This design comes from an exercise in tuning for small area, a short achievable clock period and few clock cycles per item on the open sky130 flow, not from production work. In this exercise RTL edits were held to simulation tests only and were not proved equivalent to the original.

== JK ==
==> flow/design.v (excerpt) <==
module mac_array_top (
    input  logic         clk,
    input  logic         rst,
    input  logic [7:0]   cfg_len_m1,
    input  logic         in_valid,
    output logic         in_ready,
    input  logic [127:0] in_data,
    input  logic [63:0]  in_weight,
    output logic         out_valid,
    input  logic         out_ready,
    output logic [191:0] out_accum,
    output logic [7:0]   out_sat
);
Size in the first run: about 6900 cells after synthesis, about 410 I/O pins.
clock: 5.5 ns
lec_check: 0
abc_area: 1
cap_margin: 20
core_margin: 2
core_utilization: 65
setup_slack_margin: 2.5
slew_margin: 20
run.sh (not shown) runs the stock make flow with config.mk's settings and CLKGATE_MAP_FILE= SYNTH_SCRIPT=/design/flow/synth_recipe.tcl, a recipe that flattens the netlist after the stock synthesis.
Testbench counts of JK, summed over its fixed seeds: cycles 27,915, items 3,200.
## Diff of input files: MS against JK
diff --git a/flow/config.mk b/flow/config.mk
--- a/flow/config.mk
+++ b/flow/config.mk
@@ -12 +12 @@
-export SETUP_SLACK_MARGIN = 2.5
+export SETUP_SLACK_MARGIN = 2.6
==> run summary <==
Cell area | MS vs JK | MS larger. Delta (MS minus JK): met2 wirelength from detailed routing picked up an extra 2.8%; clock latency at the later pin of the worst-skew pair neither gained nor lost much; multi-input combinational cell count neither gained nor lost much. Sort JK and MS by fraction of the cycle the final worst path needs asc -> top: MS.
The inputs of AL differ from those of MS as listed below.
diff --git a/flow/config.mk b/flow/config.mk
--- a/flow/config.mk
+++ b/flow/config.mk
@@ -11,2 +11,2 @@
-export CORE_UTILIZATION = 65
-export SETUP_SLACK_MARGIN = 2.6
+export CORE_UTILIZATION = 70
+export SETUP_SLACK_MARGIN = 2.8
## What came out
Of AL and MS, the run reporting the lower post-route clock period utilization was MS.
Delta (AL minus MS): area growth from synthesis to layout rose by 7.2 points; maximum operating frequency has decreased; worst setup slack went down.
The non-clock buffer count in MS is 0.76 times that in AL.
AL does worse than MS on final wirelength.
MS vs AL, startpoint of the worst setup timing path: u_mac_array.g_lane[7].u_lane.one1[1]$_DFF_P_ vs u_mac_array.g_lane[3].u_lane.acc[15]$_SDFF_PP0_
Global-route wire length before repair sits higher in AL than in MS.
Summary of AL over MS: core utilization went up 11 points; via count went up 4980.
What TR does differently from AL at the input level:
diff --git a/flow/config.mk b/flow/config.mk
--- a/flow/config.mk
+++ b/flow/config.mk
@@ -11,2 +11,2 @@
-export CORE_UTILIZATION = 70
-export SETUP_SLACK_MARGIN = 2.8
+export CORE_UTILIZATION = 65
+export SETUP_SLACK_MARGIN = 2.9
[summary]
TR was carried through to the last stage, and its layout satisfied the timing, design-rule and antenna checks. Both conditions hold for AL: the flow ran to the end and the final layout passed the timing, design-rule and antenna checks. On worst hold slack, AL and TR are basically level. Re share of the final layout cell area in multi-input gates: TR is 0.94 points up on AL. On required time of the critical path, the higher figure sits with AL, not TR. u_mac_array.g_lane[0].u_lane.acc[15]$_SDFF_PP0_ as the launch point of the worst path was reported by TR, and u_mac_array.g_lane[3].u_lane.acc[15]$_SDFF_PP0_ by AL.

========
Another version of the RTL of mac_array_top (not shown whole).
For scale: ~7100 cells after synthesis, ~1000 flip-flops, roughly 410 I/O pins, ~59000 sq um of cells after synthesis.
clock: 5.5 ns
lec_check: 0
abc_area: 1
cap_margin: 20
core_margin: 2
core_utilization: 68
setup_slack_margin: 2.7
slew_margin: 20
The first run finished with timing, DRC and antenna clean.
Testbench counts at the start, summed over its fixed seeds: cycles 27,915, items 3,200.
Next try:
Settings changed: CORE_UTILIZATION 68 to 65, SETUP_SLACK_MARGIN 2.7 to 2.8.
Non-clock buffer count is higher by 68; critical path depth is lower by 4.

========
mac_array_top again, from the RTL that the note above started with.
==> flow/design.v (excerpt) <==
module mac_array_top (
    input  logic         clk,
    input  logic         rst,
    input  logic [7:0]   cfg_len_m1,
    input  logic         in_valid,
    output logic         in_ready,
    input  logic [127:0] in_data,
    input  logic [63:0]  in_weight,
    output logic         out_valid,
    input  logic         out_ready,
    output logic [191:0] out_accum,
    output logic [7:0]   out_sat
);
Settings: LEC_CHECK=0, ABC_AREA=1, CAP_MARGIN=20, CORE_MARGIN=2, CORE_UTILIZATION=65, SETUP_SLACK_MARGIN=2.6, SLEW_MARGIN=20; clock period 5.5 ns.
The starting point produced a clean layout.
Testbench counts at the start, summed over its fixed seeds: cycles 27,915, items 3,200.
Then changed:
Settings changed: SETUP_SLACK_MARGIN 2.6 to 2.7.
Result: Fmax rose by 3.7%. Synthesized area does not change. Die area does not change. Core utilization rose by 0.76 points. Non-clock buffer count went up by 33. Via count went up by 0.78%. Hold slack is worse by 0.023 ns. Cell count is higher by about 0.4%.

-- static timing again, ports no longer ideal --
How much do the figures lean on ideal ports? The routed layouts below were timed once more, with nothing changed but the port constraints.
Step 1, drivers: a clkbuf_16 drives clk and a buf_2 each remaining input, both assumed.
Step 2 times the ports against the registers' clock, not the clock port: input delays grow and output delays shrink by t, the midpoint of the rising clock arrivals with the driver on.
Slacks: ideal ports / drivers / drivers and shift; pairs: ideal ports / drivers.
| run | shift t [ns] | slack for setup (ns) | worst register clock-pin slew, ns | pins driven straight from the clock port |
|---|---|---|---|---|
| JK | 0.756 | 2.548 / 2.537 / 1.912 | 0.07 / 0.07 | 1 |
| MS | 0.752 | 2.619 / 2.574 / 2.004 | 0.07 / 0.07 | 1 |
| AL | 0.780 | 2.575 / 2.575 / 2.286 | 0.07 / 0.07 | 1 |
| TR | 0.772 | 2.623 / 2.623 / 2.153 | 0.07 / 0.07 | 1 |
| the first run of note 2 | 0.740 | 2.719 / 2.652 / 2.229 | 0.06 / 0.06 | 1 |
| the second run of note 2 | 0.754 | 2.744 / 2.744 / 2.250 | 0.08 / 0.08 | 1 |
| the first run of note 3 | 0.755 | 2.638 / 2.577 / 2.368 | 0.07 / 0.07 | 1 |
| the second run of note 3 | 0.755 | 2.741 / 2.671 / 2.081 | 0.07 / 0.07 | 1 |
After both steps setup and hold are still met in every run listed. For the second run of note 3, which loses most, drivers alone change the setup slack by -0.070 ns; drivers and shift together by -0.660 ns.
